This design comes from an exercise in tuning for small area, a short achievable clock period and few clock cycles per item on the open sky130 flow, not from production work. No run shown here included a check of the RTL's function; only the layout flow was run.

File: flow/flow/run.sh
#!/bin/bash
# Standard layout, with two changes: adders are left to ABC instead of being mapped to
# full/half adder cells, and the port buffers are the smallest buffer.
set -euo pipefail
bash standard.sh ADDER_MAP_FILE= "BUFFER_PORTS_ARGS=-buffer_cell sky130_fd_sc_hd__buf_1" finish > standard_flow.log 2>&1
File: flow/standard.sh
#!/bin/bash
# synth_recipe.tcl (not shown) runs the flow's synth.tcl, then flattens the netlist and writes it again
# the make line also repeats each setting of config.mk as NAME=value (left out here)
make -C /OpenROAD-flow-scripts/flow DESIGN_CONFIG=/design/flow/config.mk WORK_HOME=/design/flow/orfs CLKGATE_MAP_FILE= SYNTH_SCRIPT=/design/flow/synth_recipe.tcl "${@:-finish}"
File: flow/config.mk
export PLATFORM = sky130hd
export DESIGN_NAME = int_to_balanced_ternary_core
export DESIGN_NICKNAME = int_to_balanced_ternary_core
export VERILOG_FILES = /design/flow/design.v
export SDC_FILE = /design/flow/constraint.sdc
export NUM_CORES = 4
export LEC_CHECK = 0
export ABC_AREA = 1
export CAP_MARGIN = 20
export CORE_MARGIN = 2
export CORE_UTILIZATION = 40
export SETUP_SLACK_MARGIN = 5
export SLEW_MARGIN = 20
File: flow/constraint.sdc
create_clock -name core_clock -period 8.5 [get_ports {clock}]
set_input_delay 1.7000 -clock core_clock [delete_from_list [all_inputs] [get_ports {clock}]]
set_output_delay 1.7000 -clock core_clock [all_outputs]
set_load 0.01 [all_outputs]
File: flow/design.v
package itbt_pkg;
   localparam int VALUE_WIDTH = 32;
   localparam int MAX_TRITS   = 21;
   localparam int QW = 34;
   localparam logic [QW-1:0] POW21 = 34'd10460353203;
   localparam logic signed [VALUE_WIDTH-1:0] HI = 32'sd1743392201;
   localparam logic signed [QW-1:0] B_POS_Z =  34'sd581130734;
   localparam logic signed [QW-1:0] B_NEG_Z = -34'sd581130734;
   localparam logic signed [QW-1:0] B_POS_P =  34'sd4067915135;
   localparam logic signed [QW-1:0] B_NEG_P =  34'sd2905653667;
   localparam logic signed [QW-1:0] B_POS_N = -34'sd2905653667;
   localparam logic signed [QW-1:0] B_NEG_N = -34'sd4067915135;
endpackage
import itbt_pkg::*;
module int_to_balanced_ternary_core (
   input  logic                                    clock,
   input  logic                                    reset,
   input  logic                                    start,
   output logic                                    busy,
   input  logic signed [itbt_pkg::VALUE_WIDTH-1:0] req_value,
   output logic                                    rsp_strobe,
   output logic signed [1:0]                       rsp_trit,
   output logic                                    rsp_last_trit
);
   logic signed [QW-1:0] q_ff;
   logic                 pos_ff;       
   logic                 neg_ff;       
   logic                 nz_ff;        
   logic [4:0]           j_ff;         
   logic                 busy_ff;      
   logic                 last_ff;      
   logic                 strobe_ff;    
   logic                 started_ff;   
   logic [QW-1:0]        q_next;
   logic [QW-1:0]        t_pos;
   logic [QW-1:0]        t_neg;
   logic                 pos_next;
   logic                 neg_next;
   logic                 in_pos;
   logic                 in_neg;
   logic                 load;
   function automatic logic ge_var(input logic [QW-1:0] a, input logic [QW-1:0] b);
      logic [63:0] gt;
      logic [63:0] eq;
      for (int i = 0; i < 64; i++) begin
         gt[i] = 1'b0;
         eq[i] = 1'b1;
      end
      for (int i = 0; i < QW - 1; i++) begin
         gt[i] = a[i] & ~b[i];
         eq[i] = a[i] | ~b[i];
      end
      gt[QW-1] = ~a[QW-1] & b[QW-1];
      eq[QW-1] = ~a[QW-1] | b[QW-1];
      for (int l = 0; l < 6; l++)
         for (int i = 0; i < 32; i++)
            if (i < (32 >> l)) begin
               gt[i] = gt[2*i+1] | (eq[2*i+1] & gt[2*i]);
               eq[i] = eq[2*i+1] & eq[2*i];
            end
      ge_var = gt[0] | eq[0];
   endfunction
   always_comb begin
      logic [QW-1:0] x;
      logic [QW-1:0] s;
      logic [QW-1:0] c;
      logic [QW-1:0] b;
      logic [QW-1:0] p;
      logic [QW-1:0] gg;
      logic [QW-1:0] pp;
      logic [QW-1:0] kp;
      logic [QW-1:0] kn;
      kp = -POW21;
      kn = POW21;
      for (int i = 0; i < QW; i++)
         x[i] = (kp[i] & kn[i]) ? nz_ff : (kp[i] ? pos_ff : (kn[i] ? neg_ff : 1'b0));
      for (int i = 0; i < QW; i++) begin
         s[i] = q_ff[i] ^ (i > 0 ? q_ff[i-1] : 1'b0) ^ x[i];
         c[i] = (i > 0) ? ((q_ff[i] & q_ff[i-1]) | (q_ff[i] & x[i]) | (q_ff[i-1] & x[i])) : (q_ff[i] & x[i]);
      end
      b  = {c[QW-2:0], 1'b0};
      p  = s ^ b;
      gg = s & b;
      pp = p;
      for (int l = 0; (1 << l) < QW; l++)
         for (int i = 0; i < QW; i++)
            if (((i >> l) & 1) == 1) begin
               gg[i] = gg[i] | (pp[i] & gg[((i >> l) << l) - 1]);
               pp[i] = pp[i] & pp[((i >> l) << l) - 1];
            end
      for (int i = 0; i < QW; i++)
         q_next[i] = p[i] ^ (i > 0 ? gg[i-1] : 1'b0);
   end
   always_comb begin
      logic [QW-1:0] pp_;
      logic [QW-1:0] pn_;
      logic [QW-1:0] pz_;
      logic [QW-1:0] np_;
      logic [QW-1:0] nn_;
      logic [QW-1:0] nz_;
      pp_ = B_POS_P;
      pn_ = B_POS_N;
      pz_ = B_POS_Z;
      np_ = B_NEG_P;
      nn_ = B_NEG_N;
      nz_ = B_NEG_Z;
      for (int i = 0; i < QW; i++) begin
         t_pos[i] = (pp_[i] & pos_ff) | (pn_[i] & neg_ff) | (pz_[i] & ~nz_ff);
         t_neg[i] = (np_[i] & pos_ff) | (nn_[i] & neg_ff) | (nz_[i] & ~nz_ff);
      end
   end
   assign pos_next = ge_var(q_ff, t_pos);
   assign neg_next = ge_var(t_neg, q_ff);
   assign in_pos = ge_var(QW'(req_value), QW'(HI));
   assign in_neg = ge_var(-QW'(HI), QW'(req_value));
   assign load = start & ~busy_ff;
   always_ff @(posedge clock) begin
      if (reset) begin
         busy_ff   <= 1'b0;
         last_ff   <= 1'b0;
         strobe_ff <= 1'b0;
      end else if (load) begin
         busy_ff   <= 1'b1;
         last_ff   <= 1'b0;
         strobe_ff <= in_pos | in_neg;
      end else if (busy_ff) begin
         busy_ff   <= (j_ff != 5'd1);
         last_ff   <= (j_ff == 5'd1);
         strobe_ff <= started_ff | nz_ff | pos_next | neg_next | (j_ff == 5'd1);
      end else begin
         busy_ff   <= 1'b0;
         last_ff   <= 1'b0;
         strobe_ff <= 1'b0;
      end
   end
   always_ff @(posedge clock) begin
      if (load) begin
         q_ff       <= QW'(req_value);
         pos_ff     <= in_pos;
         neg_ff     <= in_neg;
         nz_ff      <= in_pos | in_neg;
         j_ff       <= 5'd20;
         started_ff <= 1'b0;
      end else begin
         q_ff       <= q_next;
         pos_ff     <= pos_next;
         neg_ff     <= neg_next;
         nz_ff      <= pos_next | neg_next;
         j_ff       <= j_ff - 5'd1;
         started_ff <= started_ff | nz_ff;
      end
   end
   assign busy          = busy_ff;
   assign rsp_strobe    = strobe_ff;
   assign rsp_trit      = {neg_ff, nz_ff};
   assign rsp_last_trit = last_ff;
endmodule
==> results of run 1 <==
==> stage by stage <==
step | instances | util [%] | setup WS, ns | cell area, um^2 | hold WS, ns
finish | 1244 | 43.6 | 5.41 | 5820 | 0.460
global route | 1244 | 43.6 | 5.21 | 5820 | 0.491
CTS | 1244 | 43.6 | 5.39 | 5820 | 0.470
detailed placement | 1236 | 42.5 | 5.07 | 5670 | 0.452
global placement | 1236 | 42.5 | 5.10 | 5670 | 0.441
floorplan | 1045 | - | 5.99 | 5500 | 0.426
==> cell type report <==
class	instances	area, um^2
tap	176	220
inverter	132	499
sequential	46	921
fill	1544	7520
clock buffer	5	125
clock inverter	3	25.0
timing repair buffer	42	169
multi-input combinational	840	3860
==> repair_timing <==
action	in CTS	in global routing
gates resized for setup	0	1
endpoints found under the hold margin	0	0
endpoints found under the setup margin	0	9
==> synth_stat cells, types with 3 or more instances <==
library cell  instances
buf_2                 4
nor2_2                3
nor2_1               69
nand3_1             122
inv_2                17
o22ai_1               9
buf_6                 7
o21ai_0              46
a21oi_1              44
a21oi_2               5
o21ai_1              11
nand4_1              11
clkbuf_1              7
nand2_1             429
buf_4                 5
nand2_2              17
nand3_2              11
o211ai_1              6
a31oi_1               9
inv_1               115
nor4_1                3
nor3_1                7
dfxtp_1              46
xor2_1               13
==> flip-flops by register name (all words and copies together), names as in the netlist <==
name,cells
neg_ff,1
last_ff,1
q_ff,34
busy_ff,1
j_ff,5
started_ff,1
pos_ff,1
strobe_ff,1
nz_ff,1
==> layer usage <==
metal  share of wire [%]  vias to the layer above  global-route usage, %  wire length [um]
met5                   0                        -                      0                 0
met4                 1.8                        0                   5.75               276
met3                 3.7                       20                   2.49               577
met2                  43                      135                   35.6              6800
met1                  51                     2756                   31.6              8010
li1                    -                     3401                      -                 -
==> path summary, 6_finish.rpt <==
check / startpoint / endpoint / cells past startpoint / slack [ns]
min: j_ff[0] / j_ff[0] / 1 / 0.46
max: start / q_ff[33] / 6 / 5.41
min reg2reg: j_ff[0] / j_ff[0] / 1 / 0.46
max reg2reg: neg_ff / q_ff[17] / 15 / 5.51
==> logic make-up (layout without fill, tap and decap cells) <==
group | count (synthesis) | in the layout
xor gates and xnor gates | 15 | 15
AOI/OAI and AO/OA | 143 | 143
DFF | 46 | 46
buffers and inverters | 159 | 182
and+or+nand+nor | 682 | 682
==> results_dict.tcl, run 1 <==
set metrics [dict create \
    post-cts-setup-buffer-count 0 \
    synthAdderAreaFrac_pct 0 \
    syn_area_per_cell_um2 5.26 \
    worst_slew_pin_slew_ns 1.04 \
    final-max-slew-violation-count 0 \
    end_kind "register" \
    relSlewSlack_pct 30.9 \
    arrival_ns 3.28 \
    synth_top_area_share_pct 29.3 \
    drtPass1Iterations 6 \
    cp_common_cell "nand2_1" \
    criticalPathCategory "primary input to register" \
    worst-path-buf-inv 3 \
    hold_viol 0 \
    num_antenna_cells 0 \
    drc_errors 0 \
    synth-simple-area-share_pct 53.2 \
    clk_pin_slew_worst_paths_ns 0.07 \
    cts-root-buf "clkbuf_16" \
    period_share_pct 36.3 \
    outcome "no timing/DRC/antenna violations" \
    period_minus_slack_ns 3.09 \
    most-common-layout-cells "nand2_1, nand3_1, inv_1" \
    ys.flop_type "dfxtp_1" \
    crit_family "buffers and inverters" \
    die-area_um2 14700 \
    die_x_um 121 \
    antenna_found_initial 0 \
    postSynthNetCount 1080 \
    worst_setup_path_start_kind "primary input" \
    synth_edf_count 0 \
    cp_slowest_cell "inv_1" \
    cts_made_buffers 5 \
    grt_pass1_vias 5533 \
    grt-ovfl-total 0 \
    antenna_left 0 \
    grt_max_degree 49 \
    synth_mux_area_share_pct 0 \
    drt_iter0_markers 453 \
    gp_congestion 0.859 \
    core_um2 13300 \
    rows 42 \
    netlist_instances 1045 \
    post-dp-hpwl_um 12000 \
    crit_fanout 48 \
    yosysTopAreaCell "nand2_1" \
    grtUsageTotal_pct 22.2 \
    clkLatencyLatePin_ns 0.31 \
    start_util_pct 41.2 \
    die_h_um 121 \
    setup_viol 0 \
    post_drt_wl_per_cell_um 12.6 \
    tns_ns 0 \
    cts_sinks 46 \
    synthToLayoutAreaGrowth_pct 5.94 \
    drive_gt1_share_pct 6.55 \
    ctsHoldBuffers 0 \
    rsz0062_at_grt "false" \
    synth-async-reset-ratio_pct 0 \
    hp-class "register to register" \
    critPathMaxStageDelay_ns 0.62 \
    worstPathRequired_ns 8.69 \
    syn_area_um2 5500 \
    grt_first_pass_wirelength_um 26300 \
    ys_warn_count 1 \
    io_buffers 39 \
    cts_tree "done" \
    clock_skew_ns 0.00729 \
    cts.path.max_buffers 2 \
    routed_wl_um 15700 \
    mostFrequentLayoutCell "nand2_1" \
    nets 1102 \
    fmax_mhz 324 \
    synth_top_family_by_area "simple AND/OR/NAND/NOR gates" \
    vias_per_cell 5.07 \
    synth_compound_area_share_pct 14.7 \
    synth_seq_cells 46 \
    path_cells "buf_1, nand2_1, buf_4, inv_1, nand2_1, nand2_1" \
    synth_xor_area_share_pct 2.39 \
    num_vias 6312 \
    cap_violations 0 \
    io_pins 40 \
    seq_area_frac_synth_pct 16.8 \
    cts_max_level 2 \
    synthTopCellsByArea "nand2_1, dfxtp_1, nand3_1" \
    synth_cell_types 44 \
]
==> inputs of run 2 (changes only) <==
--- a/flow/design.v
+++ b/flow/design.v
@@ -60,6 +60,13 @@
             end
       ge_var = gt[0] | eq[0];
    endfunction
+   function automatic logic ge_chain(input logic [QW-1:0] a, input logic [QW-1:0] b);
+      logic r;
+      r = 1'b1;
+      for (int i = 0; i < QW - 1; i++)
+         r = (a[i] & ~b[i]) | ((a[i] | ~b[i]) & r);
+      ge_chain = (~a[QW-1] & b[QW-1]) | ((~a[QW-1] | b[QW-1]) & r);
+   endfunction
    always_comb begin
       logic [QW-1:0] x;
       logic [QW-1:0] s;
@@ -109,8 +116,8 @@
          t_neg[i] = (np_[i] & pos_ff) | (nn_[i] & neg_ff) | (nz_[i] & ~nz_ff);
       end
    end
-   assign pos_next = ge_var(q_ff, t_pos);
-   assign neg_next = ge_var(t_neg, q_ff);
+   assign pos_next = ge_chain(q_ff, t_pos);
+   assign neg_next = ge_chain(t_neg, q_ff);
    assign in_pos = ge_var(QW'(req_value), QW'(HI));
    assign in_neg = ge_var(-QW'(HI), QW'(req_value));
    assign load = start & ~busy_ff;
==> results_dict.tcl, run 2 <==
set metrics [dict create \
    synth_commonest_cells "nand2_1, inv_1, nor2_1, a21oi_1, o21ai_0" \
    seq_area_frac_synth_pct 18.5 \
    cts_max_level 2 \
    relSlewSlack_pct 67.4 \
    post_drt_wl_per_cell_um 11.3 \
    postSynthNetCount 957 \
    fin_hold_ws_ns 0.460 \
    routed_wl_um 12600 \
    period_share_pct 37.1 \
    synth.most_common_cell "nand2_1" \
    syn_area_um2 4960 \
    reg.largest.list "q_ff x34, j_ff x5" \
    start_util_pct 41.2 \
    arrival_ns 3.35 \
    die_h_um 115 \
    synthTopCellsByArea "nand2_1, dfxtp_1, inv_1" \
    grt-ovfl-total 0 \
    io_pins 40 \
    synth_cell_types 43 \
    crit_family "simple AND/OR/NAND/NOR gates" \
    critPathMaxStageDelay_ns 0.41 \
    yosysTopAreaCell "nand2_1" \
    core_um2 12100 \
    netlist_instances 922 \
    hold_end "j_ff[0]" \
    worst_slew_pin_slew_ns 0.488 \
    fin_ws_ns 5.35 \
    synthToLayoutAreaGrowth_pct 7.61 \
    reg2reg_to "q_ff[33]" \
    regMostFlops "q_ff" \
    cts.path.max_buffers 2 \
    worst-path-buf-inv 1 \
    synth-async-reset-ratio_pct 0 \
    io_buffers 39 \
    cts_tree "done" \
    cp_slowest_cell "dfxtp_2" \
    drt_iter0_markers 269 \
    cap_violations 0 \
    period_minus_slack_ns 3.15 \
    synth_edf_count 0 \
    drtPass1Iterations 5 \
    antenna_left 0 \
    worst_setup_path_start_kind "register" \
    cp_common_cell "nand2_1" \
    reg2reg_slack_ns 5.35 \
    mostFrequentLayoutCell "nand2_1" \
    gp_congestion 0.895 \
    num_vias 5300 \
    drc_errors 0 \
    place_ws_ns 4.97 \
    r2r_cells 25 \
    end_kind "register" \
    grtUsageTotal_pct 19.5 \
    criticalPathCategory "register to register" \
    num_antenna_cells 0 \
    die_x_um 115 \
    cts-root-buf "clkbuf_16" \
    setup_viol 0 \
    tns_ns 0 \
    cts_made_buffers 5 \
    largest_reg_flops 34 \
    outcome "no timing/DRC/antenna violations" \
    nets 979 \
    vias_per_cell 4.76 \
    grt_first_pass_wirelength_um 21300 \
    final-max-slew-violation-count 0 \
    rsz0062_at_grt "true" \
    post-cts-setup-buffer-count 0 \
    post-dp-hpwl_um 9720 \
    worstPathRequired_ns 8.69 \
    drive_gt1_share_pct 6.35 \
    r2r_start "neg_ff" \
    whs_path_depth 1 \
    clock_skew_ns 0.00497 \
    ctsHoldBuffers 0 \
    syn_area_per_cell_um2 5.38 \
    most-common-layout-cells "nand2_1, inv_1, nor2_1" \
    hp-class "register to register" \
    min_from "j_ff[0]" \
    grt_max_degree 51 \
    synth_seq_cells 46 \
    fmax_mhz 317 \
    antenna_found_initial 0 \
    cts_sinks 46 \
    clkLatencyLatePin_ns 0.30 \
    hold_viol 0 \
    ys_warn_count 1 \
    die-area_um2 13300 \
    clk_pin_slew_worst_paths_ns 0.07 \
    grt_pass1_vias 4681 \
    synth_top_area_share_pct 22.5 \
    rows 40 \
    crit_fanout 50 \
    ys.flop_type "dfxtp_1" \
]
## run 2: stage by stage
stage               cell area [um^2]  cells  utilization (%)
floorplan                       4960    922                -
detailed placement              5160   1105             42.8
CTS                             5320   1113             44.1
global placement                5160   1105             42.8
finish                          5340   1113             44.3
global route                    5340   1113             44.3
## run 2: layout make-up
type / instances / area [um^2]
clock inverters: 3 / 25.0
clock buffers: 5 / 125
inverters: 146 / 556
fillers: 1387 / 6720
multi-input cells: 703 / 3330
flip-flops and latches: 46 / 927
repair buffers: 42 / 173
well taps: 168 / 210
## run 2: what timing repair did
item / CTS / global route
endpoints found under the setup margin: 2 / 21
pin swaps: 0 / 0
gates resized for setup: 1 / 10
## run 2: cell families (layout without fill, tap and decap cells)
kind of cell	after synthesis	after routing	synth area share, %
compound gates	164	164	19.1
flops	46	46	18.5
xor+xnor	29	29	5.12
buf+inv	173	196	14.8
simple gates	510	510	42.5
## run 2: how the worst max path moves through the flow
stage	from	endpoint	slack, ns	depth (start not counted)
CTS	neg_ff	q_ff[33]	5.10	25
global route	nz_ff	pos_ff	4.98	34
global placement	pos_ff	pos_ff	5.01	30
finish	neg_ff	q_ff[33]	5.35	25
detailed placement	pos_ff	pos_ff	4.97	30
floorplan	req_value[15]	pos_ff	5.68	8
## run 2: worst reg2reg max path: stages (launching register included)
cell and delay (ns):
dfxtp_2 0.41, inv_6 0.33, nand2_1 0.12, nand2_2 0.09, o21ai_1 0.06, o21ai_1 0.12, nand3_2 0.11, nor2_2 0.15
nor2_2 0.05, nor2_2 0.13, o21ai_2 0.08, nand2_1 0.07, nand2_2 0.07, nand3_2 0.08, nand3_2 0.07, o211ai_2 0.11
nand4_2 0.14, nand2_2 0.10, o21a_4 0.22, nand3_1 0.13, nand2_1 0.11, nand2_2 0.06, nand2_1 0.06, nand2_1 0.04
nand3_1 0.06, nand2_1 0.06
## run 2: routing by layer
metal / vias up / track usage (%) / wire [um]
met2: 71 / 33.3 / 5500
met1: 2280 / 25.9 / 6440
met5: - / 0 / 0
met4: 0 / 5.46 / 222
li1: 2935 / - / -
met3: 14 / 2.67 / 426
==> inputs of run 3 (changes only) <==
==> flow/flow/run.sh (replaced) <==
#!/bin/bash
# Standard layout, with two changes: adders are left to ABC instead of being mapped to
# full/half adder cells, and the port buffers are the smallest buffer.
set -euo pipefail
bash standard.sh ADDER_MAP_FILE= "BUFFER_PORTS_ARGS=-buffer_cell sky130_fd_sc_hd__buf_1" SETUP_SLACK_MARGIN=5.5 finish > standard_flow.log 2>&1
==> results_dict.tcl, run 3 <==
set metrics [dict create \
    min_from "j_ff[0]" \
    grt-ovfl-total 0 \
    core_um2 12100 \
    criticalPathCategory "primary input to register" \
    crit_family "simple AND/OR/NAND/NOR gates" \
    regMostFlops "q_ff" \
    worstPathRequired_ns 8.67 \
    path_cells "buf_1, nor2_2, nand3_2, o2111ai_1, inv_1, nor4_2, nor4_2, nor2_1, nor2_1, nand2_1, o21ai_0" \
    tns_ns 0 \
    die_h_um 115 \
    cts_tree "done" \
    cts-root-buf "clkbuf_16" \
    antenna_found_initial 0 \
    netlist_instances 922 \
    io_pins 40 \
    outcome "no timing/DRC/antenna violations" \
    register_area_um2 945 \
    period_minus_slack_ns 2.91 \
    synth_top_area_share_pct 22.5 \
    clock_skew_ns 0.00412 \
    most-common-layout-cells "nand2_1, inv_1, nor2_1" \
    crit_fanout 2 \
    routed_wl_um 13700 \
    grt_max_degree 48 \
    io_buffers 39 \
    largest_reg_flops 34 \
    yosysTopAreaCell "nand2_1" \
    num_antenna_cells 0 \
    relSlewSlack_pct 67.4 \
    antenna_left 0 \
    drc_errors 0 \
    synth_cell_types 43 \
    end_kind "register" \
    start_util_pct 41.2 \
    cts_max_level 2 \
    hp-class "register to register" \
    placed_cell_area_um2 5160 \
    gp_congestion 0.895 \
    busiest_layer "met2" \
    met1_usage_pct 26.1 \
    clk_pin_slew_worst_paths_ns 0.07 \
    critPathMaxStageDelay_ns 0.31 \
    grtUsageMet2_pct 34.1 \
    reg2reg_to "q_ff[17]" \
    ys_warn_count 1 \
    drive_gt1_share_pct 14.2 \
    fillers 1340 \
    reg.largest.list "q_ff x34, j_ff x5" \
    grtUsageTotal_pct 19.8 \
    arrival_ns 3.08 \
    die-area_um2 13300 \
    cap_violations 0 \
    drtPass1Iterations 4 \
    multi_input_area_um2 3560 \
    cts_sinks 46 \
    synth.most_common_cell "nand2_1" \
    grt_pass1_vias 4728 \
    hold_viol 0 \
    cts_made_buffers 5 \
    seq_area_frac_synth_pct 18.5 \
    rows 40 \
    final-max-slew-violation-count 0 \
    period_share_pct 34.3 \
    nets 1009 \
    drt_iter0_markers 375 \
    synth_commonest_cells "nand2_1, inv_1, nor2_1, a21oi_1, o21ai_0" \
    cp_slowest_cell "nor4_2" \
    post_drt_wl_per_cell_um 12.0 \
    clkLatencyLatePin_ns 0.30 \
    synth-async-reset-ratio_pct 0 \
    rsz0062_at_grt "true" \
    whs_path_depth 1 \
    postSynthNetCount 957 \
    syn_area_um2 4960 \
    finalInstanceArea_um2 5900 \
    synthToLayoutAreaGrowth_pct 18.8 \
    synth_edf_count 0 \
    post-dp-hpwl_um 9720 \
    num_vias 5570 \
    grt_first_pass_wirelength_um 21500 \
    cts.path.max_buffers 2 \
    synth_seq_cells 46 \
    worst-path-buf-inv 2 \
    worst_setup_path_start_kind "primary input" \
    die_x_um 115 \
    fmax_mhz 343 \
    mostFrequentLayoutCell "nand2_1" \
    worst_slew_pin_slew_ns 0.489 \
    hold_end "j_ff[0]" \
    syn_area_per_cell_um2 5.38 \
    r2r_start "pos_ff" \
    vias_per_cell 4.87 \
    setup_viol 0 \
    r2r_cells 19 \
    met3_usage_pct 2.46 \
    synthTopCellsByArea "nand2_1, dfxtp_1, inv_1" \
    reg2reg_slack_ns 5.64 \
    ys.flop_type "dfxtp_1" \
]
==> run 3: cell counts after synthesis <==
No cell type changed its count.
==> run 3: kinds of logic (layout without fill, tap and decap cells) <==
group | after synthesis | after routing | synth area share [%]
buf+inv | 173 | 226 | 14.8
compound gates | 164 | 164 | 19.1
flops | 46 | 46 | 18.5
simple gates | 510 | 510 | 42.5
xor+xnor | 29 | 29 | 5.12
==> run 3: metal layers <==
layer | part of all wire (%) | vias up
li1 | - | 2995
met1 | 49 | 2468
met2 | 46 | 97
met3 | 3.3 | 10
met4 | 1.1 | 0
met5 | 0 | -
==> run 3: how the worst max path moves through the flow <==
stage / to / cells after the start / slack [ns] / from
6_report: pos_ff / 11 / 5.59 / req_value[5]
5_1_grt: strobe_ff / 35 / 5.40 / pos_ff
4_1_cts: strobe_ff / 36 / 5.50 / nz_ff
3_5_place_dp: pos_ff / 30 / 4.97 / pos_ff
3_3_place_gp: pos_ff / 30 / 5.01 / pos_ff
2_1_floorplan: pos_ff / 8 / 5.68 / req_value[15]
==> run 3: cell type report <==
class	count	area share [%]
timing repair buffer	68	6.89
timing repair inverter	4	0.636
tap	168	3.56
multi-input combinational	703	60.3
sequential	46	16.0
clock buffer	5	2.12
inverter	146	10.0
clock inverter	3	0.424
==> run 3: timing repair <==
action,CTS,global route
resized for setup,18,69
buffers inserted,0,25
cloned,1,4
pin swaps,0,14
endpoints found under the setup margin,23,22
endpoints found under the hold margin,0,0
hold buffers,0,0
==> run 3: stage by stage <==
step	instances	worst slack, ns	util [%]	hold WS (ns)
4_1_cts	1114	5.50	44.5	0.467
6_report	1143	5.59	48.9	0.460
3_3_place_gp	1105	5.01	42.8	0.438
5_1_grt	1143	5.40	48.9	0.483
3_5_place_dp	1105	4.97	42.8	0.450
2_1_floorplan	922	5.68	-	0.426
==> inputs of run 4 (changes only) <==
==> flow/flow/run.sh (replaced) <==
#!/bin/bash
# Standard layout, with two changes: adders are left to ABC instead of being mapped to
# full/half adder cells, and the port buffers are the smallest buffer.
set -euo pipefail
bash standard.sh ADDER_MAP_FILE= "BUFFER_PORTS_ARGS=-buffer_cell sky130_fd_sc_hd__buf_1" SETUP_SLACK_MARGIN=6 finish > standard_flow.log 2>&1
==> results_dict.tcl, run 4 <==
set metrics [dict create \
    synth_edf_count 0 \
    post_drt_wl_per_cell_um 13.6 \
    drt_iter0_markers 418 \
    outcome "no timing/DRC/antenna violations" \
    grt_first_pass_wirelength_um 24000 \
    mostFrequentLayoutCell "nand2_1" \
    drc_errors 0 \
    post-dp-hpwl_um 9630 \
    rsz0062_at_grt "true" \
    rows 40 \
    synth_cell_types 43 \
    most-common-layout-cells "nand2_1, inv_1, nor2_1" \
    hp-class "register to register" \
    fin_ws_ns 5.60 \
    synth-async-reset-ratio_pct 0 \
    syn_area_um2 4960 \
    die_h_um 115 \
    clkLatencyLatePin_ns 0.30 \
    io_pins 40 \
    crit_fanout 2 \
    hold_viol 0 \
    grt-ovfl-total 0 \
    criticalPathCategory "primary input to register" \
    period_minus_slack_ns 2.90 \
    place_ws_ns 4.84 \
    cap_violations 0 \
    fmax_mhz 344 \
    worst_slew_pin_slew_ns 0.377 \
    synth_top_family_by_area "simple AND/OR/NAND/NOR gates" \
    regMostFlops "q_ff" \
    synth_mux_area_share_pct 0 \
    reg.largest.list "q_ff x34, j_ff x5" \
    vias_per_cell 5.02 \
    end_kind "register" \
    cts_tree "done" \
    relSlewSlack_pct 74.6 \
    drtPass1Iterations 5 \
    synthToLayoutAreaGrowth_pct 38.6 \
    synthAdderAreaFrac_pct 0 \
    nets 1058 \
    num_antenna_cells 0 \
    synth_seq_cells 46 \
    worst_setup_path_start_kind "primary input" \
    largest_reg_flops 34 \
    fin_hold_ws_ns 0.458 \
    cts_max_level 2 \
    io_buffers 39 \
    worstPathRequired_ns 8.68 \
    synth-simple-area-share_pct 42.5 \
    core_um2 12100 \
    clock_skew_ns 0.00562 \
    seq_area_frac_synth_pct 18.5 \
    synth.most_common_cell "nand2_1" \
    fillers 1168 \
    cts_made_buffers 5 \
    ys_warn_count 1 \
    gp_congestion 0.850 \
    die_x_um 115 \
    cts_sinks 46 \
    setup_viol 0 \
    arrival_ns 3.08 \
    die-area_um2 13300 \
    synth_compound_area_share_pct 19.1 \
    synth_top_area_share_pct 22.5 \
    ys.flop_type "dfxtp_1" \
    start_util_pct 41.2 \
    yosysTopAreaCell "nand2_1" \
    routed_wl_um 16200 \
    syn_area_per_cell_um2 5.38 \
    grtUsageTotal_pct 22.4 \
    cts.path.max_buffers 2 \
    synth_xor_area_share_pct 5.12 \
    ctsHoldBuffers 0 \
    postSynthNetCount 957 \
    tns_ns 0 \
    drive_gt1_share_pct 27.2 \
    cts-root-buf "clkbuf_16" \
    netlist_instances 922 \
    antenna_found_initial 0 \
    grt_max_degree 29 \
    synth_commonest_cells "nand2_1, inv_1, nor2_1, a21oi_1, o21ai_0" \
    clk_pin_slew_worst_paths_ns 0.07 \
    num_vias 5982 \
    final-max-slew-violation-count 0 \
    grt_pass1_vias 5171 \
    period_share_pct 34.2 \
    synthTopCellsByArea "nand2_1, dfxtp_1, inv_1" \
    antenna_left 0 \
]
-- run 4: cell counts after synthesis --
No cell type changed its count.
-- run 4: worst paths after layout --
path | cells past startpoint | slack (ns) | end | from
setup / recovery | 11 | 5.60 | neg_ff | req_value[5]
hold / removal | 1 | 0.46 | j_ff[0] | j_ff[0]
setup reg to reg | 21 | 5.60 | q_ff[17] | pos_ff
hold reg to reg | 1 | 0.46 | j_ff[0] | j_ff[0]
-- run 4: cell families after synthesis --
group           after synthesis
simple gates                510
buf+inv                     173
compound gates              164
flops                        46
xor+xnor                     29
-- run 4: final cells by class --
cell class	count	area, um^2	share of cell area (%)
timing repair inverter	4	38.8	0.564
timing repair buffer	117	910	13.2
clock buffer	5	125	1.82
tap	168	210	3.06
clock inverter	3	21.3	0.309
sequential	46	952	13.8
inverter	146	597	8.68
multi-input combinational	703	4030	58.5
-- run 4: through the flow --
| step | cell area [um^2] | cells | util, % |
|---|---|---|---|
| final | 6880 | 1192 | 57.0 |
| after global routing | 6880 | 1192 | 57.0 |
| after CTS | 5840 | 1151 | 48.4 |
| after detailed placement | 5170 | 1104 | 42.9 |
| after global placement | 5170 | 1104 | 42.9 |
| after floorplan | 4980 | 922 | - |
-- run 4: critical path, cell delays in order --
cell	delay, ns
clkbuf_2	0.12
nor2_4	0.05
buf_4	0.13
a21oi_2	0.17
o2111ai_2	0.12
inv_2	0.09
nor4_4	0.05
nor4_2	0.22
nor2_1	0.10
o31ai_2	0.25
o21ai_1	0.09
-- run 4: what timing repair did --
action	4_1_cts	5_1_grt
setup endpoints to repair	45	38
pin swaps	21	74
cloned	4	2
setup buffers	35	39
resized for setup	59	184
-- run 4: layer usage --
layer | part of all wire, % | GRT usage, % | up-vias
li1 | - | - | 3086
met1 | 45 | 30.3 | 2697
met2 | 48 | 38.0 | 174
met3 | 5.1 | 2.93 | 25
met4 | 2.0 | 5.30 | 0
met5 | 0 | 0 | -
==> inputs of run 5 (changes only) <==
==> flow/flow/run.sh (replaced) <==
#!/bin/bash
# Standard layout, with three changes: adders are left to ABC instead of being mapped to
# full/half adder cells, ABC's area script maps with plain "map" (flow/abc_area.script),
# and the port buffers are the smallest buffer.
set -euo pipefail
rm -rf scripts
cp -r "$FLOW_HOME/scripts" scripts
cp flow/abc_area.script scripts/abc_area.script
bash standard.sh ADDER_MAP_FILE= SCRIPTS_DIR="$PWD/scripts" \
   "BUFFER_PORTS_ARGS=-buffer_cell sky130_fd_sc_hd__buf_1" finish > standard_flow.log 2>&1
==> flow/flow/abc_area.script (new file) <==
strash
dch
map
topo
stime -c
buffer -c
upsize -c
dnsize -c
==> results_dict.tcl, run 5 <==
set metrics [dict create \
    relSlewSlack_pct 56.1 \
    syn_area_per_cell_um2 6.04 \
    drive_gt1_share_pct 7.14 \
    clock_skew_ns 0.00618 \
    io_pins 40 \
    num_vias 4976 \
    die-area_um2 12300 \
    synthTopCellsByArea "dfxtp_1, nand2_1, nor2_1" \
    post-dp-hpwl_um 9630 \
    cts.path.max_buffers 2 \
    grtUsageTotal_pct 20.6 \
    period_minus_slack_ns 3.23 \
    hold_viol 0 \
    reg2reg_slack_ns 5.27 \
    final-max-slew-violation-count 0 \
    outcome "no timing/DRC/antenna violations" \
    nets 818 \
    die_h_um 111 \
    ys.flop_type "dfxtp_1" \
    cts_made_buffers 5 \
    gp_congestion 0.834 \
    fmax_mhz 310 \
    worst-path-buf-inv 2 \
    clk_pin_slew_worst_paths_ns 0.06 \
    cts_tree "done" \
    die_x_um 111 \
    stdcell_count 927 \
    met3_usage_pct 3.66 \
    synth_seq_cells 46 \
    drtPass1Iterations 5 \
    arrival_ns 3.45 \
    cap_violations 0 \
    synth-async-reset-ratio_pct 0 \
    postSynthNetCount 791 \
    crit_end "q_ff[33]" \
    grt_pass1_vias 4692 \
    yosysTopAreaCell "dfxtp_1" \
    rows 39 \
    core_um2 11300 \
    crit_family "simple AND/OR/NAND/NOR gates" \
    criticalPathCategory "register to register" \
    crit_start "pos_ff" \
    netlist_instances 756 \
    antenna_found_initial 0 \
    rsz0062_at_grt "true" \
    grt_first_pass_wirelength_um 21100 \
    cp_slowest_cell "dfxtp_2" \
    path_cells "buf_8, inv_8, nand2_2, nand2_1, xor2_2, xor2_1, nor2_1, a221oi_2, and2_4, nor3_4, nor2_4, o221ai_4, a21oi_4, nor2_4, o22ai_2, or2_1, nand3b_1, a31oi_1" \
    mostFrequentLayoutCell "nand2_1" \
    cp_common_cell "nor2_4" \
    end_kind "register" \
    place_ws_ns 4.96 \
    largest_reg_flops 34 \
    synth_top_area_share_pct 20.2 \
    drc_errors 0 \
    synth.most_common_cell "nand2_1" \
    most-common-layout-cells "nand2_1, nor2_1, inv_1" \
    synthToLayoutAreaGrowth_pct 9.42 \
    period_share_pct 38.0 \
    grt_max_degree 37 \
    synth_commonest_cells "nand2_1, nor2_1, inv_1, a21oi_1, o21ai_0" \
    r2r_start "pos_ff" \
    cts-root-buf "clkbuf_16" \
    grt-ovfl-total 0 \
    post_drt_wl_per_cell_um 13.4 \
    vias_per_cell 5.37 \
    reg2reg_to "q_ff[33]" \
    met1_usage_pct 27.0 \
    worst_setup_path_start_kind "register" \
    worst_slew_pin_slew_ns 0.657 \
    cts_max_level 2 \
    setup_viol 0 \
    worst-path-stages 18 \
    synth_edf_count 0 \
    critPathMaxStageDelay_ns 0.37 \
    fin_ws_ns 5.27 \
    routed_wl_um 12400 \
    hp-class "register to register" \
    cts_sinks 46 \
    busiest_layer "met2" \
    synth_cell_types 60 \
    reg.largest.list "q_ff x34, j_ff x5" \
    placed_cells 917 \
    drt_iter0_markers 276 \
    grtUsageMet2_pct 33.4 \
    num_antenna_cells 0 \
    start_util_pct 40.5 \
    clkLatencyLatePin_ns 0.30 \
    io_buffers 39 \
    r2r_cells 18 \
    tns_ns 0 \
    seq_area_frac_synth_pct 20.2 \
    antenna_left 0 \
    crit_fanout 28 \
    regMostFlops "q_ff" \
    syn_area_um2 4570 \
    ys_warn_count 1 \
    worstPathRequired_ns 8.72 \
]
==> run 5: timing repair <==
item,CTS,global route
hold buffers,0,0
pin swaps,0,1
buffers inserted,0,2
gates resized for setup,2,13
setup endpoints to repair,3,17
==> run 5: per-layer routing <==
layer  vias up  share of wire (%)
met5         -                  0
met4         0                3.0
met3        31                5.3
met2       144                 45
met1      2257                 47
li1       2544                  -
==> run 5: worst min path at each step <==
stage | from | endpoint | cells past startpoint
2_1_floorplan | j_ff[0] | j_ff[0] | 1
3_3_place_gp | j_ff[0] | j_ff[0] | 1
3_5_place_dp | j_ff[0] | j_ff[0] | 1
4_1_cts | j_ff[0] | j_ff[0] | 1
5_1_grt | j_ff[0] | j_ff[0] | 1
6_report | j_ff[0] | j_ff[0] | 1
==> run 5: cell type report <==
class | instances | area, um^2
fill | 1200 | 6270
sequential | 46 | 930
timing repair buffer | 44 | 191
tap | 143 | 179
inverter | 91 | 354
clock buffer | 7 | 143
clock inverter | 1 | 5.00
multi-input combinational | 595 | 3200
==> run 5: worst register-to-register path, cell delays in order (launching register included) <==
cell      delay, ns
dfxtp_2        0.37
buf_8          0.18
inv_8          0.18
nand2_2        0.10
nand2_1        0.12
xor2_2         0.22
xor2_1         0.25
nor2_1         0.10
a221oi_2       0.23
and2_4         0.22
nor3_4         0.05
nor2_4         0.19
o221ai_4       0.20
a21oi_4        0.20
nor2_4         0.05
o22ai_2        0.12
or2_1          0.15
nand3b_1       0.08
a31oi_1        0.15
==> run 5: kinds of logic (layout without fill, tap and decap cells) <==
family                   count (synthesis)  in the layout  synth area share [%]
adder cells (fa/ha/maj)                  1              1                 0.219
AND/OR/NAND/NOR                        331            331                  30.3
buffers and inverters                  115            143                  10.5
XOR/XNOR                                55             55                  10.7
flip-flops                              46             46                  20.2
AO/OA/AOI/OAI                          208            208                  28.1
==> run 5: stage by stage <==
step	utilization [%]	hold slack [ns]	area, um^2
floorplan	-	0.426	4570
global placement	42.5	0.435	4790
detailed placement	42.5	0.451	4790
CTS	43.8	0.466	4940
global route	44.3	0.486	5000
finish	44.3	0.470	5000
==> inputs of run 6 (changes only) <==
==> flow/flow/abc_area.script (replaced) <==
strash
dch -f
map
topo
stime -c
buffer -c
upsize -c
dnsize -c
==> results_dict.tcl, run 6 <==
set metrics [dict create \
    outcome "no timing/DRC/antenna violations" \
    ys_warn_count 1 \
    post-cts-setup-buffer-count 0 \
    synthToLayoutAreaGrowth_pct 8.26 \
    ctsHoldBuffers 0 \
    post_drt_wl_per_cell_um 12.7 \
    grt_first_pass_wirelength_um 20800 \
    antenna_found_initial 0 \
    post-dp-hpwl_um 9020 \
    postSynthNetCount 828 \
    clk_pin_slew_worst_paths_ns 0.07 \
    yosysTopAreaCell "dfxtp_1" \
    syn_area_um2 4620 \
    io_buffers 39 \
    mostFrequentLayoutCell "nor2_1" \
    synth-async-reset-ratio_pct 0 \
    grtUsageTotal_pct 20.2 \
    stdcell_count 958 \
    rsz0062_at_grt "false" \
    ys.flop_type "dfxtp_1" \
    fin_hold_ws_ns 0.456 \
    synth_commonest_cells "nor2_1, nand2_1, inv_1, a21oi_1, dfxtp_1" \
    synth.most_common_cell "nor2_1" \
    grt-ovfl-total 0 \
    fillers 1221 \
    vias_per_cell 5.20 \
    worstPathRequired_ns 8.74 \
    cts_made_buffers 5 \
    regMostFlops "q_ff" \
    worst_slew_pin_slew_ns 0.674 \
    io_pins 40 \
    drt_iter0_markers 294 \
    cts_resized 2 \
    cts.path.max_buffers 2 \
    core_um2 11300 \
    drc_errors 0 \
    die_h_um 111 \
    place_ws_ns 4.75 \
    nets 849 \
    period_minus_slack_ns 3.14 \
    die_x_um 111 \
    cts_sinks 46 \
    worst_setup_path_start_kind "register" \
    cts-root-buf "clkbuf_16" \
    most-common-layout-cells "nor2_1, nand2_1, inv_1" \
    cts_max_level 2 \
    placed_cells 950 \
    synthTopCellsByArea "dfxtp_1, nor2_1, nand2_1" \
    fmax_mhz 319 \
    hold_viol 0 \
    hp-class "register to register" \
    rows 39 \
    syn_area_per_cell_um2 5.82 \
    routed_wl_um 12200 \
    tns_ns 0 \
    grt_pass1_vias 4502 \
    largest_reg_flops 34 \
    start_util_pct 40.8 \
    antenna_left 0 \
    num_antenna_cells 0 \
    cts_tree "done" \
    period_share_pct 36.9 \
    final_util_pct 44.2 \
    synth_edf_count 0 \
    criticalPathCategory "register to register" \
    finalInstanceArea_um2 5000 \
    final-max-slew-violation-count 0 \
    placed_cell_area_um2 4820 \
    seq_area_frac_synth_pct 19.9 \
    drive_gt1_share_pct 7.85 \
    cap_violations 0 \
    reg.largest.list "q_ff x34, j_ff x5" \
    end_kind "register" \
    clkLatencyLatePin_ns 0.31 \
    grt_max_degree 49 \
    setup_viol 0 \
    relSlewSlack_pct 54.9 \
    netlist_instances 793 \
    synth_top_area_share_pct 19.9 \
    arrival_ns 3.38 \
    synth_seq_cells 46 \
    gp_congestion 0.877 \
    fin_ws_ns 5.36 \
    synth_cell_types 54 \
    die-area_um2 12400 \
    crit_fanout 19 \
    num_vias 4978 \
    drtPass1Iterations 5 \
    clock_skew_ns 0.00604 \
]
==> run 6: cell type report <==
| type | count | area (um^2) | share of cell area (%) |
|---|---|---|---|
| multi-input combinational | 621 | 3200 | 64.0 |
| sequential | 46 | 928 | 18.6 |
| inverter | 99 | 382 | 7.63 |
| tap | 143 | 179 | 3.58 |
| timing repair buffer | 41 | 161 | 3.23 |
| clock buffer | 5 | 125 | 2.50 |
| clock inverter | 3 | 26.3 | 0.526 |
==> run 6: logic make-up after synthesis <==
group / after synthesis / synth area share [%]
simple gates: 357 / 32.8
fa+ha+maj: 1 / 0.217
compound gates: 224 / 28.5
buf+inv: 126 / 11.1
xor+xnor: 39 / 7.40
flops: 46 / 19.9
==> run 6: critical path, stage by stage (launching register included) <==
cell and delay (ns):
dfxtp_4 0.49, inv_2 0.15, nor2_1 0.54, o22ai_1 0.21, a21oi_1 0.18, o21bai_1 0.08
a21oi_1 0.12, o21bai_1 0.07, a21oi_1 0.14, o21bai_1 0.07, a22oi_1 0.13, o22ai_1 0.10
a21oi_1 0.16, o22ai_1 0.09, a21oi_1 0.28, o21bai_1 0.12, a21oi_1 0.12
==> run 6: final timing paths <==
path	startpoint	to	slack (ns)	depth (start not counted)
worst min register to register	j_ff[0]	j_ff[0]	0.46	1
worst max-delay path	nz_ff	strobe_ff	5.36	16
worst min-delay path	j_ff[0]	j_ff[0]	0.46	1
worst max register to register	nz_ff	strobe_ff	5.36	16
==> run 6: per-layer routing <==
layer / wire length [um] / GRT usage (%) / part of all wire [%] / up-vias
met1: 5940 / 26.8 / 49 / 2213
met3: 573 / 3.43 / 4.7 / 11
met5: 0 / 0 / 0 / -
met2: 5480 / 33.7 / 45 / 97
li1: - / - / - / 2657
met4: 201 / 6.01 / 1.6 / 0
==> inputs of run 7 (changes only) <==
==> flow/flow/run.sh (replaced) <==
#!/bin/bash
# Standard layout, with four changes: adders are left to ABC instead of being mapped to
# full/half adder cells, ABC's area script maps with plain "map" (flow/abc_area.script),
# the port buffers are the smallest buffer, and the clock tree uses small clock buffers
# without dummy loads.
set -euo pipefail
rm -rf scripts
cp -r "$FLOW_HOME/scripts" scripts
cp flow/abc_area.script scripts/abc_area.script
bash standard.sh ADDER_MAP_FILE= SCRIPTS_DIR="$PWD/scripts" \
   "BUFFER_PORTS_ARGS=-buffer_cell sky130_fd_sc_hd__buf_1" \
   "CTS_ARGS=-sink_clustering_enable -repair_clock_nets -dont_use_dummy_load -buf_list {sky130_fd_sc_hd__clkbuf_2 sky130_fd_sc_hd__clkbuf_4 sky130_fd_sc_hd__clkbuf_8} -root_buf sky130_fd_sc_hd__clkbuf_8" \
   finish > standard_flow.log 2>&1
==> flow/flow/abc_area.script (replaced) <==
strash
dch
map
topo
stime -c
buffer -c
upsize -c
dnsize -c
==> results_dict.tcl, run 7 <==
set metrics [dict create \
    reg2reg_slack_ns 5.26 \
    fmax_mhz 308 \
    period_share_pct 38.2 \
    nets 818 \
    arrival_ns 3.49 \
    drive_gt1_share_pct 6.79 \
    criticalPathCategory "register to register" \
    die-area_um2 12300 \
    synth_edf_count 0 \
    grtUsageTotal_pct 20.6 \
    fillers 1212 \
    cts-root-buf "clkbuf_8" \
    fin_ws_ns 5.26 \
    start_util_pct 40.5 \
    clkLatencyLatePin_ns 0.32 \
    synth_cell_types 60 \
    crit_fanout 28 \
    synthTopCellsByArea "dfxtp_1, nand2_1, nor2_1" \
    fin_hold_ws_ns 0.467 \
    postSynthNetCount 791 \
    cts_sinks 46 \
    reg.largest.list "q_ff x34, j_ff x5" \
    worstPathRequired_ns 8.75 \
    most-common-layout-cells "nand2_1, nor2_1, inv_1" \
    antenna_found_initial 0 \
    cts.path.max_buffers 2 \
    clk_pin_slew_worst_paths_ns 0.09 \
    drtPass1Iterations 4 \
    final_util_pct 43.6 \
    grt_max_degree 37 \
    drc_errors 0 \
    synth.most_common_cell "nand2_1" \
    register_area_um2 930 \
    final-max-slew-violation-count 0 \
    reg2reg_to "q_ff[33]" \
    grt_first_pass_wirelength_um 21200 \
    ys.flop_type "dfxtp_1" \
    largest_reg_flops 34 \
    core_um2 11300 \
    hp-class "register to register" \
    ys_warn_count 1 \
    gp_congestion 0.834 \
    cts_made_buffers 5 \
    synth_commonest_cells "nand2_1, nor2_1, inv_1, a21oi_1, o21ai_0" \
    post_drt_wl_per_cell_um 13.4 \
    num_vias 4908 \
    grt-ovfl-total 0 \
    rows 39 \
    synth-async-reset-ratio_pct 0 \
    cap_violations 0 \
    drt_iter0_markers 277 \
    crit_start "pos_ff" \
    grt_pass1_vias 4670 \
    netlist_instances 756 \
    antenna_left 0 \
    rsz0062_at_grt "true" \
    synth_top_area_share_pct 20.2 \
    multi_input_area_um2 3190 \
    period_minus_slack_ns 3.24 \
    clock_skew_ns 0.00745 \
    cts_tree "done" \
    end_kind "register" \
    setup_viol 0 \
    seq_area_frac_synth_pct 20.2 \
    r2r_start "pos_ff" \
    vias_per_cell 5.31 \
    place_ws_ns 4.96 \
    worst_setup_path_start_kind "register" \
    syn_area_per_cell_um2 6.04 \
    yosysTopAreaCell "dfxtp_1" \
    r2r_cells 18 \
    hold_viol 0 \
    outcome "no timing/DRC/antenna violations" \
    mostFrequentLayoutCell "nand2_1" \
    routed_wl_um 12300 \
    relSlewSlack_pct 54.9 \
    synthToLayoutAreaGrowth_pct 7.53 \
    synth_seq_cells 46 \
    die_h_um 111 \
    post-dp-hpwl_um 9630 \
    cts_max_level 2 \
    io_pins 40 \
    regMostFlops "q_ff" \
    num_antenna_cells 0 \
    syn_area_um2 4570 \
    crit_end "q_ff[33]" \
    io_buffers 39 \
    worst_slew_pin_slew_ns 0.675 \
    die_x_um 111 \
    tns_ns 0 \
]
run 7: cell type report:
| cell class | count | area share [%] |
|---|---|---|
| sequential | 46 | 18.9 |
| multi-input combinational | 595 | 65.0 |
| timing repair buffer | 44 | 3.82 |
| tap | 143 | 3.64 |
| clock buffer | 5 | 1.40 |
| inverter | 91 | 7.21 |
run 7: cell families after synthesis:
group / after synthesis / share of synthesized area [%]
xor gates and xnor gates: 55 / 10.7
AOI/OAI and AO/OA: 208 / 28.1
and+or+nand+nor: 331 / 30.3
buffers and inverters: 115 / 10.5
DFF: 46 / 20.2
adders and majority gates: 1 / 0.219
run 7: worst min-delay path by stage:
| stage | start | to | slack (ns) | cells after the start |
|---|---|---|---|---|
| 2_1_floorplan | j_ff[0] | j_ff[0] | 0.43 | 1 |
| 3_3_place_gp | j_ff[0] | j_ff[0] | 0.43 | 1 |
| 3_5_place_dp | j_ff[0] | j_ff[0] | 0.45 | 1 |
| 4_1_cts | j_ff[0] | j_ff[0] | 0.47 | 1 |
| 5_1_grt | j_ff[0] | j_ff[0] | 0.49 | 1 |
| 6_report | started_ff | started_ff | 0.47 | 2 |
run 7: what timing repair did:
| action | CTS | global route |
|---|---|---|
| setup endpoints to repair | 3 | 18 |
| pin swaps | 0 | 1 |
| resized for setup | 2 | 11 |
| hold buffers | 0 | 0 |
| buffers inserted | 0 | 2 |
run 7: layer usage:
layer | up-vias | GRT usage (%) | part of all wire (%)
met5 | - | 0 | 0
met4 | 0 | 8.08 | 2.4
met3 | 23 | 3.77 | 4.5
met2 | 115 | 33.5 | 45
met1 | 2227 | 27.1 | 48
li1 | 2543 | - | -
run 7: stage by stage:
| step | cell area, um^2 | instances |
|---|---|---|
| after floorplan | 4570 | 756 |
| after global placement | 4790 | 917 |
| after detailed placement | 4790 | 917 |
| after CTS | 4860 | 922 |
| after global routing | 4910 | 924 |
| final | 4910 | 924 |
run 7: worst max-delay path, stage by stage, from the launching register on:
cell and delay [ns]:
dfxtp_2 0.41, buf_6 0.23, inv_8 0.12, nand2_2 0.10, nand2_1 0.09, xor2_2 0.22, xor2_1 0.25, nor2_1 0.10
a221oi_2 0.23, and2_4 0.22, nor3_4 0.05, nor2_4 0.19, o221ai_4 0.20, a21oi_4 0.20, nor2_4 0.05, o22ai_2 0.12
or2_1 0.14, nand3b_1 0.08, a31oi_1 0.15
==> inputs of run 8 (changes only) <==
--- a/flow/config.mk
+++ b/flow/config.mk
@@ -9,5 +9,5 @@
 export CAP_MARGIN = 20
 export CORE_MARGIN = 2
 export CORE_UTILIZATION = 40
-export SETUP_SLACK_MARGIN = 5
+export SETUP_SLACK_MARGIN = 4.5
 export SLEW_MARGIN = 20
==> results_dict.tcl, run 8 <==
set metrics [dict create \
    outcome "no timing/DRC/antenna violations" \
    cts_max_level 2 \
    synth-async-reset-ratio_pct 0 \
    syn_area_per_cell_um2 6.04 \
    busiest_layer "met2" \
    met3_usage_pct 3.77 \
    routed_wl_um 12400 \
    grt_max_degree 37 \
    die_h_um 111 \
    grt_first_pass_wirelength_um 21200 \
    rows 39 \
    largest_reg_flops 34 \
    arrival_ns 3.77 \
    r2r_cells 19 \
    worst_slew_pin_slew_ns 0.756 \
    post-dp-hpwl_um 9630 \
    grtUsageMet2_pct 33.5 \
    vias_per_cell 5.33 \
    grt-ovfl-total 0 \
    antenna_found_initial 0 \
    drt_iter0_markers 260 \
    io_buffers 39 \
    path_cells "inv_2, nor2_1, inv_1, nor2_2, inv_2, o21bai_2, nand2_1, nand2_2, nand4_1, and2_4, nor3_4, nor2_4, o221ai_4, a21oi_4, nor2_4, o22ai_2, or2_1, nand3b_1, a31oi_1" \
    period_share_pct 42.0 \
    hp-class "register to register" \
    grtUsageTotal_pct 20.6 \
    rsz0062_at_grt "false" \
    cts.path.max_buffers 2 \
    period_minus_slack_ns 3.57 \
    mostFrequentLayoutCell "nand2_1" \
    drc_errors 0 \
    io_pins 40 \
    post-cts-setup-buffer-count 0 \
    post_drt_wl_per_cell_um 13.4 \
    synthTopCellsByArea "dfxtp_1, nand2_1, nor2_1" \
    critPathMaxStageDelay_ns 0.82 \
    gp_congestion 0.834 \
    cap_violations 0 \
    seq_area_frac_synth_pct 20.2 \
    ys.flop_type "dfxtp_1" \
    clk_pin_slew_worst_paths_ns 0.09 \
    die-area_um2 12300 \
    crit_fanout 20 \
    cts_made_buffers 5 \
    synth.most_common_cell "nand2_1" \
    num_vias 4911 \
    num_antenna_cells 0 \
    tns_ns 0 \
    hold_viol 0 \
    drtPass1Iterations 5 \
    final-max-slew-violation-count 0 \
    synthToLayoutAreaGrowth_pct 6.47 \
    start_util_pct 40.5 \
    regMostFlops "q_ff" \
    worst_setup_path_start_kind "register" \
    met1_usage_pct 27.1 \
    synth_edf_count 0 \
    drive_gt1_share_pct 5.91 \
    syn_area_um2 4570 \
    core_um2 11300 \
    postSynthNetCount 791 \
    clkLatencyLatePin_ns 0.32 \
    cts_sinks 46 \
    fmax_mhz 280 \
    synth_commonest_cells "nand2_1, nor2_1, inv_1, a21oi_1, o21ai_0" \
    synth_seq_cells 46 \
    worstPathRequired_ns 8.70 \
    synth_cell_types 60 \
    yosysTopAreaCell "dfxtp_1" \
    end_kind "register" \
    most-common-layout-cells "nand2_1, nor2_1, inv_1" \
    nets 816 \
    whs_path_depth 2 \
    criticalPathCategory "register to register" \
    netlist_instances 756 \
    cts_tree "done" \
    setup_viol 0 \
    synth_top_area_share_pct 20.2 \
    cp_slowest_cell "dfxtp_1" \
    cts-root-buf "clkbuf_8" \
    grt_pass1_vias 4670 \
    reg.largest.list "q_ff x34, j_ff x5" \
    antenna_left 0 \
    relSlewSlack_pct 49.6 \
    clock_skew_ns 0.00590 \
    ys_warn_count 1 \
    die_x_um 111 \
]
run 8: per-stage QoR:
step / instance area (um^2) / hold WS, ns / util, % / std cells / setup WS, ns
2_1_floorplan: 4570 / 0.426 / - / 756 / 5.78
3_3_place_gp: 4790 / 0.435 / 42.5 / 917 / 5.01
3_5_place_dp: 4790 / 0.451 / 42.5 / 917 / 4.96
4_1_cts: 4860 / 0.472 / 43.1 / 922 / 4.93
5_1_grt: 4860 / 0.492 / 43.1 / 922 / 4.54
6_report: 4860 / 0.468 / 43.1 / 922 / 4.93
run 8: layout make-up:
| class | count | area (um^2) |
|---|---|---|
| inverters | 91 | 347 |
| repair buffers | 42 | 169 |
| well taps | 143 | 179 |
| fillers | 1220 | 6410 |
| multi-input cells | 595 | 3180 |
| flip-flops and latches | 46 | 921 |
| clock buffers | 5 | 68.8 |
run 8: cells by family after synthesis:
logic type	count (synthesis)	share of synthesized area, %
buf+inv	115	10.5
fa+ha+maj	1	0.219
simple gates	331	30.3
xor+xnor	55	10.7
compound gates	208	28.1
flops	46	20.2
run 8: final timing paths:
| path | from | endpoint | slack, ns |
|---|---|---|---|
| setup / recovery | nz_ff | q_ff[33] | 4.93 |
| hold / removal | started_ff | started_ff | 0.47 |
| setup reg to reg | nz_ff | q_ff[33] | 4.93 |
| hold reg to reg | started_ff | started_ff | 0.47 |
run 8: critical path: cells and delay by family (launching register included):
family,cells,cell delay [ns]
AO/OA/AOI/OAI,5,0.70
flip-flops,1,0.82
buffers and inverters,3,0.38
AND/OR/NAND/NOR,11,1.54
run 8: what timing repair did:
item / in CTS / in global routing
gates resized for setup: 0 / 1
setup endpoints to repair: 0 / 1
hold buffers: 0 / 0
run 8: layer usage:
metal	share of wire [%]	wire length [um]
met3	4.6	570
met5	0	0
met4	2.5	303
met2	45	5610
met1	48	5880
==> inputs of run 9 (changes only) <==
--- a/flow/design.v
+++ b/flow/design.v
@@ -117,7 +117,7 @@
       end
    end
    assign pos_next = ge_chain(q_ff, t_pos);
-   assign neg_next = ge_chain(t_neg, q_ff);
+   assign neg_next = ~ge_chain(q_ff, t_neg + 1'b1);
    assign in_pos = ge_var(QW'(req_value), QW'(HI));
    assign in_neg = ge_var(-QW'(HI), QW'(req_value));
    assign load = start & ~busy_ff;
--- a/flow/config.mk
+++ b/flow/config.mk
@@ -9,5 +9,5 @@
 export CAP_MARGIN = 20
 export CORE_MARGIN = 2
 export CORE_UTILIZATION = 40
-export SETUP_SLACK_MARGIN = 4.5
+export SETUP_SLACK_MARGIN = 5
 export SLEW_MARGIN = 20
==> results_dict.tcl, run 9 <==
set metrics [dict create \
    outcome "no timing/DRC/antenna violations" \
    arrival_ns 3.46 \
    cts-root-buf "clkbuf_8" \
    hp-class "register to register" \
    cts_made_buffers 5 \
    mostFrequentLayoutCell "nand2_1" \
    seq_area_frac_synth_pct 20.4 \
    antenna_found_initial 0 \
    cts_tree "done" \
    syn_area_um2 4510 \
    die-area_um2 12100 \
    die_x_um 110 \
    synth-async-reset-ratio_pct 0 \
    synth_seq_cells 46 \
    clk_pin_slew_worst_paths_ns 0.10 \
    grt_max_degree 69 \
    cts.path.max_buffers 2 \
    yosysTopAreaCell "dfxtp_1" \
    cap_violations 0 \
    grtUsageMet2_pct 35.9 \
    gp_congestion 0.878 \
    largest_reg_flops 34 \
    period_share_pct 38.3 \
    grtUsageTotal_pct 20.6 \
    setup_viol 0 \
    cts_sinks 46 \
    fmax_mhz 307 \
    period_minus_slack_ns 3.26 \
    post_drt_wl_per_cell_um 12.7 \
    finalInstanceArea_um2 4820 \
    ys.flop_type "dfxtp_1" \
    die_h_um 110 \
    synth_cell_types 50 \
    busiest_layer "met2" \
    io_buffers 39 \
    drc_errors 0 \
    most-common-layout-cells "nand2_1, nor2_1, inv_1" \
    critPathMaxStageDelay_ns 0.45 \
    postSynthNetCount 805 \
    netlist_instances 770 \
    rsz0062_at_grt "true" \
    start_util_pct 41.2 \
    synthTopCellsByArea "dfxtp_1, nand2_1, nor2_1" \
    synthToLayoutAreaGrowth_pct 6.93 \
    ctsHoldBuffers 0 \
    criticalPathCategory "register to register" \
    grt-ovfl-total 0 \
    regMostFlops "q_ff" \
    drt_iter0_markers 257 \
    vias_per_cell 5.18 \
    io_pins 40 \
    crit_fanout 26 \
    worst_slew_pin_slew_ns 0.609 \
    routed_wl_um 11800 \
    grt_first_pass_wirelength_um 20200 \
    relSlewSlack_pct 59.3 \
    worstPathRequired_ns 8.71 \
    nets 829 \
    met1_usage_pct 26.7 \
    synth_edf_count 0 \
    syn_area_per_cell_um2 5.86 \
    antenna_left 0 \
    cts_max_level 2 \
    clock_skew_ns 0.0220 \
    drive_gt1_share_pct 5.43 \
    post-dp-hpwl_um 9000 \
    rows 38 \
    end_kind "register" \
    core_um2 10900 \
    synth.most_common_cell "nand2_1" \
    reg.largest.list "q_ff x34, j_ff x5" \
    final-max-slew-violation-count 0 \
    num_antenna_cells 0 \
    path_cells "inv_4, a21oi_1, a21oi_1, nor2_1, or2_1, nand2_1, nor2_1, a221oi_1, o221ai_1, nor2_2, o21ai_4, a311oi_1, xnor2_1, o21ai_1" \
    tns_ns 0 \
    placed_cell_area_um2 4730 \
    hold_viol 0 \
    synth_top_area_share_pct 20.4 \
    clkLatencyLatePin_ns 0.33 \
    ys_warn_count 1 \
    grt_pass1_vias 4470 \
    synth_commonest_cells "nand2_1, nor2_1, inv_1, a21oi_1, o21ai_0" \
    met3_usage_pct 3.23 \
    worst_setup_path_start_kind "register" \
    num_vias 4831 \
    cp_slowest_cell "dfxtp_4" \
    drtPass1Iterations 5 \
]
[run 9: changes by cell type after synthesis, moves of 5 or more]
cell | before | now
a21oi_1 | 64 | 74
or2_2 | 2 | 7
nand2_1 | 144 | 149
o21ai_1 | 7 | 18
[run 9: worst paths after layout]
kind	startpoint	endpoint	slack (ns)	cells after the start
worst max-delay path	pos_ff	q_ff[28]	5.24	14
worst min-delay path	started_ff	started_ff	0.47	2
worst min register to register	started_ff	started_ff	0.47	2
worst max register to register	pos_ff	q_ff[28]	5.24	14
[run 9: through the flow]
stage	setup WS, ns	instances	hold slack, ns	util [%]
6_report	5.24	932	0.470	44.1
5_1_grt	4.97	932	0.504	44.1
4_1_cts	5.05	932	0.478	44.0
3_5_place_dp	4.58	927	0.462	43.3
3_3_place_gp	4.67	927	0.441	43.3
2_1_floorplan	5.64	770	0.426	-
[run 9: cell families (layout without fill, tap and decap cells)]
group                  Yosys count  after routing  synth area share, %
buffers and inverters          116            138                 10.3
AO/OA/AOI/OAI                  217            217                 28.0
AND/OR/NAND/NOR                340            340                 31.4
flip-flops                      46             46                 20.4
XOR/XNOR                        51             51                 9.90
[run 9: worst max-delay path, delay by kind of cell, from the launching register on]
family	cells	cell delay, ns
buf+inv	1	0.26
compound gates	7	1.42
flops	1	0.45
xor+xnor	1	0.16
simple gates	5	0.81
[run 9: final cells by class]
cell class	instances	area (um^2)
clock buffers	5	68.8
well taps	140	175
inverters	92	353
multi-input cells	608	3130
repair buffers	41	165
fillers	1209	6110
flip-flops and latches	46	928
[run 9: per-layer routing]
metal  wire [um]  part of all wire, %  vias to the layer above
met5           0                    0                        -
met1        5680                   48                     2149
met3         580                  4.9                       13
met4         114                 0.96                        0
li1            -                    -                     2568
met2        5460                   46                      101
[run 9: timing repair]
action,CTS,global route
endpoints found under the setup margin,23,16
gates resized for setup,3,8
setup buffers,0,0
hold endpoints to repair,0,0

[afterwards: timing with drivers on the ports]
The flow's constraints put no driver on any port. The routed layouts listed below were extracted and timed again, unchanged, in two steps. Step 1 (the two cells are an assumption about what drives the block):
set clk [get_ports {clock}]
set_driving_cell -lib_cell sky130_fd_sc_hd__clkbuf_16 $clk
set_driving_cell -lib_cell sky130_fd_sc_hd__buf_2 [delete_from_list [all_inputs] $clk]
Step 2 also shifts input and output timing later by t, the mid clock arrival at the registers, as if the neighbouring blocks saw the same clock. Three values: no drivers, after step 1, after step 2; two values: the first two.
| run | t, ns | setup WS [ns] | slew at the worst register clock pin (ns) | worst data-port slew with drivers (ns) |
|---|---|---|---|---|
| run 1 | 0.346 | 5.413 / 5.417 / 5.092 | 0.07 / 0.07 | 0.03 |
| run 2 | 0.337 | 5.346 / 5.346 / 5.106 | 0.07 / 0.07 | 0.04 |
| run 3 | 0.337 | 5.586 / 5.607 / 5.270 | 0.07 / 0.07 | 0.04 |
| run 4 | 0.341 | 5.596 / 5.603 / 5.271 | 0.07 / 0.07 | 0.04 |
| run 5 | 0.334 | 5.270 / 5.270 / 5.027 | 0.07 / 0.07 | 0.04 |
| run 6 | 0.347 | 5.361 / 5.361 / 5.169 | 0.07 / 0.07 | 0.03 |
| run 7 | 0.350 | 5.256 / 5.256 / 5.022 | 0.09 / 0.09 | 0.03 |
| run 8 | 0.349 | 4.930 / 4.930 / 4.930 | 0.09 / 0.09 | 0.04 |
| run 9 | 0.353 | 5.244 / 5.244 / 5.209 | 0.10 / 0.10 | 0.03 |
After both steps every run listed still meets setup and hold. For run 4, which loses most, drivers alone change the setup slack by +0.007 ns; drivers and shift together by -0.325 ns.
